This design comes from an exercise in tuning for small area and a short achievable clock period on the open sky130 flow, not from production work. The RTL was checked by simulation tests, not by an equivalence proof against the original design. Power is estimated from default activity; no workload was simulated.

// wallace_mul
module wallace_mul (
	input  logic                  clk,
	input  logic                  rst_n,
	input  logic                  in_valid,
	input  logic [31:0]           a,
	input  logic [31:0]           b,
	output logic [63:0]           product,
	output logic                  out_valid
);
For scale: roughly 3,900 cells after synthesis, roughly 36,000 µm² of cells after synthesis.
clock: 3.5 ns
lec_check: 0
abc_area: 1
cap_margin: 20
core_margin: 2
core_utilization: 40
setup_slack_margin: 0.95
slew_margin: 20
standard.sh (not shown) runs the stock make flow with config.mk's settings and CLKGATE_MAP_FILE= SYNTH_SCRIPT=/design/flow/synth_recipe.tcl, a recipe that flattens the netlist after the stock synthesis.
==> flow/flow/run.sh <==
#!/bin/bash
# Standard layout, with one netlist step between synthesis and floorplan:
# fapol.py removes the inverters Yosys leaves around its full-adder cells
# (a full adder is self-dual, so it can work on complemented nets instead),
# and the port buffers are buf_4 cells.
set -euo pipefail
# Port buffers: a plain buffer, not the delay cell buffer_ports picks by default
export BUFFER_PORTS_ARGS="-buffer_cell sky130_fd_sc_hd__buf_4"
W=$PWD
R=$W/orfs/results/$FLOW_PLATFORM/wallace_mul/base
bash standard.sh $R/1_2_yosys.v > $W/synth.log 2>&1
cp $R/1_2_yosys.v $W/1_2_yosys.std.v
python3 $W/flow/fapol.py $W/1_2_yosys.std.v $R/1_2_yosys.v > $W/fapol.log 2>&1
bash standard.sh > $W/layout.log 2>&1
Other scripts of this flow, unchanged in this note and not shown: flow/flow/fapol.py
The baseline finished clean.
Then changed:
==> flow/flow/run.sh (replaced) <==
#!/bin/bash
# Standard layout with three changes:
# - if flow/abc.script exists, synthesis maps with it instead of ORFS's ABC script
#   (a copy of ORFS's scripts folder with only that file replaced; ABC maps the
#   combinational logic only, so registers and their names are the standard ones);
# - between synthesis and floorplan, fapol.py removes the inverters Yosys leaves
#   around its full-adder cells (a full adder is self-dual, so it can work on
#   complemented nets instead);
# - the port buffers are a plain buffer cell (PORT_BUF), not the delay cell
#   buffer_ports picks by default.
set -euo pipefail
W=$PWD
PORT_BUF=$(cat $W/flow/port_buf.txt 2>/dev/null || echo sky130_fd_sc_hd__buf_4)
export BUFFER_PORTS_ARGS="-buffer_cell $PORT_BUF"
if [[ -f $W/flow/abc.script ]]; then
  rm -rf $W/scripts_local
  cp -r $FLOW_HOME/scripts $W/scripts_local
  cp $W/flow/abc.script $W/scripts_local/abc_speed.script
  cp $W/flow/abc.script $W/scripts_local/abc_area.script
  export SCRIPTS_DIR=$W/scripts_local
fi
R=$W/orfs/results/$FLOW_PLATFORM/wallace_mul/base
bash standard.sh $R/1_2_yosys.v > $W/synth.log 2>&1
cp $R/1_2_yosys.v $W/1_2_yosys.std.v
python3 $W/flow/fapol.py $W/1_2_yosys.std.v $R/1_2_yosys.v > $W/fapol.log 2>&1
bash standard.sh > $W/layout.log 2>&1
==> flow/flow/port_buf.txt (new file) <==
sky130_fd_sc_hd__buf_1
Settings changed: CORE_UTILIZATION 40 to 55, CTS_BUF_LIST from default to sky130_fd_sc_hd__clkbuf_8, SETUP_SLACK_MARGIN 0.95 to 1.15.
Outcome: The new run produced a clean layout. Via count climbs by 4.6%. Design area is higher by 4.0%. Clock power is about the same. Total power is higher by 8.2%.
Then changed:
Settings changed: CORE_UTILIZATION 55 to 40, SETUP_SLACK_MARGIN 1.15 to 1.2, TNS_END_PERCENT from default to 10.
What happened: Utilization decreases by 19 points. Total power is lower by 5.2%. Clock skew increases by 0.015 ns. Count of clock-buffer cells in the layout falls by 8.

========
== pepper ==
wallace_mul, a different RTL version from the one above (not shown whole).
For scale: ~3,900 cells after synthesis, ~130 I/O pins, roughly 38,000 um2 of cells after synthesis.
==> flow/design.v (excerpt) <==
module wallace_mul (
	input  logic                  clk,
	input  logic                  rst_n,
	input  logic                  in_valid,
	input  logic [31:0]           a,
	input  logic [31:0]           b,
	output logic [63:0]           product,
	output logic                  out_valid
);
	logic one1;
	logic two2;
	logic ro3;
	logic rt4;
	logic rn5;
	logic one6;
	logic two7;
	logic ro8;
	logic rt9;
	logic rn10;
	logic one11;
	logic two12;
	logic ro13;
	logic rt14;
	logic rn15;
	logic one16;
	logic two17;
	logic ro18;
	logic rt19;
	logic rn20;
	logic one21;
	logic two22;
	logic ro23;
	logic rt24;
	logic rn25;
	logic one26;
	logic two27;
	logic ro28;
	logic rt29;
	logic rn30;
	logic one31;
	logic two32;
	logic ro33;
	logic rt34;
	logic rn35;
	logic one36;
	logic two37;
	logic ro38;
	logic rt39;
	logic rn40;
	logic one41;
	logic two42;
	logic ro43;
	logic rt44;
	logic rn45;
	logic one46;
	logic two47;
	logic ro48;
	logic rt49;
	logic rn50;
	logic one51;
	logic two52;
	logic ro53;
	logic rt54;
	logic rn55;
	logic one56;
	logic two57;
	logic ro58;
	logic rt59;
	logic rn60;
	logic one61;
	logic two62;
	logic ro63;
	logic rt64;
	logic rn65;
	logic one66;
	logic two67;
	logic ro68;
	logic rt69;
	logic rn70;
	logic one71;
	logic two72;
	logic ro73;
	logic rt74;
	logic rn75;
	logic one76;
	logic two77;
	logic ro78;
	logic rt79;
	logic rn80;
	logic rb81;
	logic ra82;
  ...
export LEC_CHECK = 0
export ABC_AREA = 1
export CAP_MARGIN = 20
export CORE_MARGIN = 2
export CORE_UTILIZATION = 40
export SETUP_SLACK_MARGIN = 1.3
export SLEW_MARGIN = 20
create_clock -name core_clock -period 3.5 [get_ports {clk}]
==> flow/flow/run.sh <==
#!/bin/bash
# Standard layout, with one netlist step between synthesis and floorplan:
# fapol.py removes the inverters Yosys leaves around its full-adder cells
# (a full adder is self-dual, so it can work on complemented nets instead),
# and the port buffers are buf_4 cells.
set -euo pipefail
# Port buffers: a plain buffer, not the delay cell buffer_ports picks by default
export BUFFER_PORTS_ARGS="-buffer_cell sky130_fd_sc_hd__buf_4"
W=$PWD
R=$W/orfs/results/$FLOW_PLATFORM/wallace_mul/base
bash standard.sh $R/1_2_yosys.v > $W/synth.log 2>&1
cp $R/1_2_yosys.v $W/1_2_yosys.std.v
python3 $W/flow/fapol.py $W/1_2_yosys.std.v $R/1_2_yosys.v > $W/fapol.log 2>&1
bash standard.sh > $W/layout.log 2>&1
Other scripts of this flow, unchanged in this note and not shown: flow/flow/fapol.py
Per the final summary, pepper finished and its layout is clean on timing, DRC and antenna.
### pepper -> maple
- SLEW_MARGIN changed from 20 to 5
- SETUP_SLACK_MARGIN changed from 1.3 to 1.1
- CAP_MARGIN changed from 20 to 5
Findings:
Any difference in number of port buffers between pepper and maple is small enough to ignore. Per the comparison of maple with pepper, number of standard cells in the final layout excluding fillers now smaller; area taken by flip-flops and latches now smaller; combinational power now smaller; total area of multi-input combinational cells now smaller. Count of inserted antenna diode cells (higher): pepper. Comparing pepper and maple, post-synthesis to final-layout area growth is higher on pepper. maple completed every stage of the flow, and the final layout passed the timing, DRC and antenna checks.
## Diff of input files: ember against maple
- a deleted ABC_AREA that had been 1
- a change of SLEW_MARGIN from 5 to 20
- a change of CAP_MARGIN from 5 to 20
==> flow/flow/run.sh <==
#!/bin/bash
# Standard layout with three changes:
# - if flow/abc.script exists, synthesis maps with it instead of ORFS's ABC script
#   (a copy of ORFS's scripts folder with only that file replaced; ABC maps the
#   combinational logic only, so registers and their names are the standard ones);
# - between synthesis and floorplan, fapol.py removes the inverters Yosys leaves
#   around its full-adder cells (a full adder is self-dual, so it can work on
#   complemented nets instead);
# - the port buffers are a plain buffer cell (PORT_BUF), not the delay cell
#   buffer_ports picks by default.
set -euo pipefail
W=$PWD
PORT_BUF=$(cat $W/flow/port_buf.txt 2>/dev/null || echo sky130_fd_sc_hd__buf_4)
export BUFFER_PORTS_ARGS="-buffer_cell $PORT_BUF"
if [[ -f $W/flow/abc.script ]]; then
  rm -rf $W/scripts_local
  cp -r $FLOW_HOME/scripts $W/scripts_local
  cp $W/flow/abc.script $W/scripts_local/abc_speed.script
  cp $W/flow/abc.script $W/scripts_local/abc_area.script
  export SCRIPTS_DIR=$W/scripts_local
fi
R=$W/orfs/results/$FLOW_PLATFORM/wallace_mul/base
bash standard.sh $R/1_2_yosys.v > $W/synth.log 2>&1
cp $R/1_2_yosys.v $W/1_2_yosys.std.v
python3 $W/flow/fapol.py $W/1_2_yosys.std.v $R/1_2_yosys.v > $W/fapol.log 2>&1
bash standard.sh > $W/layout.log 2>&1
==> flow/flow/abc.script (new file) <==
strash
dch
map -a
topo
stime -c
buffer -c
upsize -c
dnsize -c
==> comparison <==
When ember is set beside maple, its share of total power consumed by net switching turns out to be 0.68 points smaller. Transition time of the tightest slew-check pin was higher in maple than in ember. Reported for ember and maple, count of endpoints failing setup in the final report turned out identical to the last digit. Run comparison: maple most common library cell in the layout ignoring fill and taps sky130_fd_sc_hd__nand2_1; ember most common library cell in the layout ignoring fill and taps sky130_fd_sc_hd__dfxtp_1. Taking maple as the reference, in ember via count moved down; post-layout total power moved up; maximum frequency moved down; combinational power share moved up.
Here is what was changed in the inputs of amber compared with ember.
- an added PLACE_DENSITY of 0.7
- a change of CORE_UTILIZATION from 40 to 50
- an added ABC_AREA of 1
==> flow/flow/run.sh <==
#!/bin/bash
# Standard layout, with one netlist step between synthesis and floorplan:
# fapol.py removes the inverters Yosys leaves around its full-adder cells
# (a full adder is self-dual, so it can work on complemented nets instead),
# and the port buffers are buf_4 cells.
set -euo pipefail
# Port buffers: a plain buffer, not the delay cell buffer_ports picks by default
export BUFFER_PORTS_ARGS="-buffer_cell sky130_fd_sc_hd__buf_4"
W=$PWD
R=$W/orfs/results/$FLOW_PLATFORM/wallace_mul/base
bash standard.sh $R/1_2_yosys.v > $W/synth.log 2>&1
cp $R/1_2_yosys.v $W/1_2_yosys.std.v
python3 $W/flow/fapol.py $W/1_2_yosys.std.v $R/1_2_yosys.v > $W/fapol.log 2>&1
bash standard.sh > $W/layout.log 2>&1
removed: flow/flow/abc.script
## What came out
Looking at most frequent standard cell in the layout excluding fill and tap cells, the sky130_fd_sc_hd__dfxtp_1 result is from ember; the sky130_fd_sc_hd__nand2_1 one comes from amber. amber ended up with a lower mean post-synth cell area than ember did. On minimum clock period after layout, ember loses to amber. amber vs. ember: power went down by 11%. NOTE: wire length of the first global-routing pass in amber falls short of that of ember. [compare] base=ember new=amber: cell area after synthesis increased 1600 um2; core utilization increased by 7.9 points relative to the old numbers; total cell area at the placement stage rose by about 2.7%; post-route worst setup slack now sits higher.
--- input diff amber..delta ---
- PLACE_DENSITY: 0.7 -> unset
- CORE_UTILIZATION: 50 -> 40
## What came out
- Number of cells after detailed placement was lower in amber than in delta.
- rb81$_DFF_P_ as the startpoint of the most critical setup path was reported by amber, and rn35$_DFF_P_ by delta.
- Looking at wire length of the first global-routing pass across both flows, delta is the weaker of the two, with amber ahead.
- When delta is set beside amber, its length of routed met2 wiring turns out to be 6.0% larger.
- As far as achievable frequency is concerned, amber and delta perform about the same.
- Summary of delta over amber: placed standard-cell area climbed about 1%, total power of the final layout climbed 0.00069 W, total length of routed met3 wires dropped 2200 um, share of total power in the clock network dropped 0.2 points.
- Across both runs, detailed placement HPWL was higher for delta than for amber.
- Diff amber -> delta | global-route usage | decrease of 5.3 points
- Compared with amber, the router placed fewer vias in delta.

==> port drivers added, routing unchanged <==
No port has a modelled driver above. Below, the same layouts with a new extraction and two added sets of constraints.
Step 1, drivers: a clkbuf_16 drives clk and a buf_2 each remaining input, both assumed.
Step 2 also shifts input and output timing later by t, the mid clock arrival at the registers, as if the neighbouring blocks saw the same clock.
a / b / c = ideal / step 1 / step 2; a / b = the first two.
run	t, ns	setup slack, ns	worst register clock-pin slew, ns	worst data-port slew with drivers (ns)	cell pins on the clock port's net
the first run of note 1	0.708	0.959 / 0.938 / 0.230	0.07 / 0.07	0.09	1
the second run of note 1	0.770	1.107 / 1.122 / 0.352	0.08 / 0.08	0.10	1
the third run of note 1	0.778	1.067 / 1.067 / 0.449	0.08 / 0.08	0.13	1
pepper	0.702	1.004 / 1.004 / 1.004	0.07 / 0.07	0.05	1
maple	0.706	1.071 / 1.071 / 1.071	0.07 / 0.07	0.08	1
ember	0.699	0.917 / 0.917 / 0.917	0.07 / 0.07	0.04	1
amber	0.686	1.078 / 1.078 / 1.078	0.07 / 0.07	0.05	1
delta	0.706	1.071 / 1.071 / 1.071	0.07 / 0.07	0.08	1
After both steps every run listed still meets setup and hold. For the second run of note 1, which loses most, drivers alone change the setup slack by +0.015 ns; drivers and shift together by -0.755 ns.
